What follows belongs to an exercise in optimizing a design on an open flow for small area and a short achievable clock period; a production flow would make more cautious choices. At most, simulation tests tie the RTL to the original design; equivalence was not proved. Power and IR drop assume default switching activity.

Design lc3b_alu_pipe, start of the top module:
module lc3b_alu_pipe
(
    input  logic                    clk,
    input  logic                    arst_n,
    input  logic                    instr_valid,
    input  logic [16-1:0]   instr,
    input  logic                    flush,
    output logic                    wb_valid,
    output logic [3-1:0]  wb_dest,
    output logic [16-1:0]   wb_data,
    output logic [2:0]              cc
);
Size: about 1500 cells after synthesis, about 200 flip-flops, about 43 I/O pins.
make LEC_CHECK=0 CAP_MARGIN=20 CORE_MARGIN=2 CORE_UTILIZATION=40 SETUP_SLACK_MARGIN=1.5 SLEW_MARGIN=20 finish   # period 7.0 ns
run.sh (not shown) runs the stock make flow with config.mk's settings and CLKGATE_MAP_FILE= SYNTH_SCRIPT=/design/flow/synth_recipe.tcl, a recipe that flattens the netlist after the stock synthesis.
The first run finished clean.
Edit:
- SETUP_SLACK_MARGIN: 1.5 -> 2.5
Total power shrinks by 2.1%.
Design area goes up by about 8%.
Cell count came out higher by 3.3%.
Critical path depth went up by 3.
Fmax rose by about 14%.
Utilization rose by 3.7 points.
Synthesized cell count does not change.
Sequential power barely changes.
Die area does not change.
Clock power is lower by about 10%.
Wire length climbs by about 7%.


Setup of run 1:
Another version of the RTL of lc3b_alu_pipe (not shown whole).
Size in the first run: ~1500 cells after synthesis, about 210 flip-flops, about 14000 um^2 of cells after synthesis.
clock: 7.0 ns
lec_check: 0
cap_margin: 20
core_margin: 2
core_utilization: 40
setup_slack_margin: 2.5
slew_margin: 20
tns_end_percent: 10
Run 1 did not stop at any stage, and its layout met the timing, DRC and antenna checks.
Modified inputs, run 2 compared to run 1
Settings: TNS_END_PERCENT removed (was 10); SETUP_SLACK_MARGIN changed from 2.5 to 3.5.
[summary]
Least setup slack across all paths after layout came out higher on run 2 than on run 1. Run 1 → run 2: buffering stage count on the worst path with inverters included went down; area used by multi-input combinational logic went up. On async set or reset register ratio after synthesis, run 1 tracks run 2 almost exactly. Going from run 1 to run 2, portion of the clock cycle consumed by the worst path in the final layout fell 1.4 points; share of the final layout cell area in sequential cells fell 3.0 points. In the reports for run 2 and run 1, the smaller shortest period the worst path allows belongs to run 2. Taking run 1 as the reference, in run 2 standard cell area after detailed placement grew by about 1.3%; total routed wirelength grew by about 5.4%; final instance area grew by 1600 um^2.
Relative to run 2, the following input files were edited for run 3:
Settings: swapping 3.5 for 2.5 in SETUP_SLACK_MARGIN.
Notes after the runs:
Run 3 finished every stage and its layout cleared the timing, DRC and antenna checks. Relative to run 2, proportion of power drawn by combinational gates has gone down in run 3. When the final numbers for run 3 and run 2 were put side by side, the cell count along the critical path turned out to be greater in run 3. [diff] total number of vias, run 3 relative to run 2: improvement. Delta (run 3 minus run 2): routing usage on met1 down 0.60 points; relative max-transition margin decreased by 10 points relative to the old numbers.
No run of this note included a check of the RTL's function; only the layout flow was run.


## build 49
Another version of the RTL of lc3b_alu_pipe (not shown whole).
Size: roughly 1500 cells after synthesis, roughly 210 flip-flops, roughly 43 I/O pins, about 14000 sq um of cells after synthesis.
make LEC_CHECK=0 CAP_MARGIN=20 CORE_MARGIN=2 CORE_UTILIZATION=55 PLACE_DENSITY=0.68 SETUP_SLACK_MARGIN=2.5 SLEW_MARGIN=20 finish   # period 7.0 ns
For build 50, these inputs were changed with respect to build 49:
Settings: TNS_END_PERCENT now 5, previously not set; CORE_UTILIZATION now 40, was 55; PLACE_DENSITY no longer set, was 0.68.
Notes after the runs:
Routing usage on met3: build 50 lower than build 49. Internal power, build 49 and build 50: larger value in build 50. Start point of the critical path: u_decode.d_opb[0] -> build 49, u_decode.d_as -> build 50. Between build 50 and build 49, it is build 50 whose total power is higher, by about 3%. Build 50 vs. build 49: data required time at the worst endpoint now smaller; highest ir drop seen on vdd now smaller; via count comparable.
Changes in build 82 relative to build 50:
Settings: PLACE_DENSITY now 0.68, previously not set; CTS_CLUSTER_SIZE now 24, previously not set; TNS_END_PERCENT no longer set, was 5; CORE_UTILIZATION now 55, was 40; CTS_CLUSTER_DIAMETER now 80, previously not set.
==> flow/flow/run.sh (new file) <==
#!/bin/bash
# The standard layout, with the ports buffered by a plain buf_2 instead
# of the cell buffer_ports picks on its own (every port still gets a buffer).
set -euo pipefail
bash standard.sh "BUFFER_PORTS_ARGS=-buffer_cell sky130_fd_sc_hd__buf_2" finish > standard.log 2>&1
==> flow/standard.sh (new file) <==
#!/bin/bash
# synth_recipe.tcl (not shown) runs the flow's synth.tcl, then flattens the netlist and writes it again
# the make line also repeats each setting of config.mk as NAME=value (left out here)
make -C /OpenROAD-flow-scripts/flow DESIGN_CONFIG=/design/flow/config.mk WORK_HOME=/design/flow/orfs CLKGATE_MAP_FILE= SYNTH_SCRIPT=/design/flow/synth_recipe.tcl "${@:-finish}"
removed: flow/run.sh
Sort build 82 and build 50 by overall routed net length desc -> top: build 50. As of build 82, static power due to leakage had fallen by a few percent compared to build 50. A startpoint of the worst setup timing path of u_decode.d_opb[10] is what build 82 shows, while u_decode.d_as belongs to build 50. Count of inserted tapcells delta for build 82 relative to build 50: 124 lower. Build 82 against build 50: area growth from synthesis to final layout dropped 5.0 points; worst hold slack moved up; I/O pin count shows no meaningful change. The first-pass iteration count of the detailed router of build 82 falls short of that of build 50 by 2. Run comparison: build 50 slowest stage cell on the critical path xnor2_1; build 82 slowest stage cell on the critical path dfxtp_1. Higher power per cell area goes to build 50 over build 82.
The following lists how build 80 was set up differently from build 82:
Settings: PLACE_DENSITY removed (was 0.68); CORE_UTILIZATION changed from 55 to 40; CTS_CLUSTER_DIAMETER removed (was 80); CTS_CLUSTER_SIZE removed (was 24).
==> flow/run.sh (new file) <==
#!/bin/bash
# synth_recipe.tcl (not shown) runs the flow's synth.tcl, then flattens the netlist and writes it again
# the make line also repeats each setting of config.mk as NAME=value (left out here)
make -C /OpenROAD-flow-scripts/flow DESIGN_CONFIG=/design/flow/config.mk WORK_HOME=/design/flow/orfs CLKGATE_MAP_FILE= SYNTH_SCRIPT=/design/flow/synth_recipe.tcl finish
removed: flow/flow/run.sh
removed: flow/standard.sh
[summary]
Build 80 against build 82; power consumption is up by more than 10%.
[diff] wire length of the first global-routing pass, build 80 relative to build 82: regression
Build 80 vs build 82 — die area climbed by more than a quarter
Measured against each other, build 82 and build 80 differ in sum of routed wire length over all layers, the higher figure coming from build 80.
Edits applied to the flow inputs when going from build 80 to build 29:
Settings: SETUP_SLACK_MARGIN now 2.65, was 2.5; PLACE_DENSITY now 0.68, previously not set; CTS_CLUSTER_DIAMETER now 80, previously not set; CTS_CLUSTER_SIZE now 24, previously not set; CORE_UTILIZATION now 55, was 40.
Results
Later-pin clock latency in the skew report: build 29 vs build 80 down 0.02 ns
Build 29: placed instance area about 1.3% below build 80
Diff build 80 -> build 29 | final critical-path required period | decrease of 0.11 ns
Summary — sum of routed wire length over all layers, build 29 relative to build 80: higher, by about 0.5%.
The overall fraction of global-route tracks in use in build 29 sits 8.5 points above the value recorded for build 80.
[compare] base=build 80 new=build 29: count of routing violations after the opening detailed-route iteration has increased; area growth from synthesis to layout has decreased.
Changes in build 71 relative to build 29:
Settings: CTS_CLUSTER_DIAMETER no longer set, was 80; SETUP_SLACK_MARGIN now 2.5, was 2.65; CTS_CLUSTER_SIZE no longer set, was 24; CTS_BUF_LIST now sky130_fd_sc_hd__clkbuf_4 sky130_fd_sc_hd__clkbuf_8, previously not set.
### Flow results
Changes observed in build 71 relative to build 29: summed area of non-filler cells in the final layout saw a decrease; area growth from synthesis to layout saw a decrease; largest driver fanout on the critical path saw little to no change.

==> static timing again, ports no longer ideal <==
In the flow no input, the clock included, has a driving cell. The finished layouts below were timed again as built, in two steps. Step 1, drivers: a clkbuf_16 drives clk and a buf_2 each remaining input, both assumed. Step 2 times the ports against the registers' clock, not the clock port: input delays grow and output delays shrink by t, the midpoint of the rising clock arrivals with the driver on. Three values: ideal ports, drivers, drivers and shift; two values: the first two.
| run | t (ns) | setup slack, ns | latest minus earliest clock arrival (ns) |
|---|---|---|---|
| the first run of note 1 | 0.538 | 1.797 / 1.797 / 1.797 | 0.013 / 0.012 |
| the second run of note 1 | 0.544 | 2.443 / 2.443 / 2.123 | 0.016 / 0.015 |
| run 1 | 0.542 | 2.456 / 2.456 / 2.112 | 0.013 / 0.013 |
| run 2 | 0.553 | 2.557 / 2.557 / 2.557 | 0.025 / 0.024 |
| run 3 | 0.542 | 2.483 / 2.483 / 2.131 | 0.016 / 0.015 |
| build 49 | 0.544 | 2.644 / 2.644 / 2.158 | 0.024 / 0.024 |
| build 50 | 0.538 | 2.604 / 2.604 / 2.254 | 0.018 / 0.017 |
| build 82 | 0.509 | 2.642 / 2.642 / 2.642 | 0.016 / 0.016 |
| build 80 | 0.539 | 2.621 / 2.621 / 2.230 | 0.016 / 0.016 |
| build 29 | 0.508 | 2.729 / 2.729 / 2.286 | 0.023 / 0.023 |
| build 71 | 0.596 | 2.628 / 2.628 / 2.189 | 0.019 / 0.020 |
After both steps every run listed still meets setup and hold. The setup slack of build 49, which loses most, moves by 0.000 ns with the drivers and by -0.486 ns with both steps.
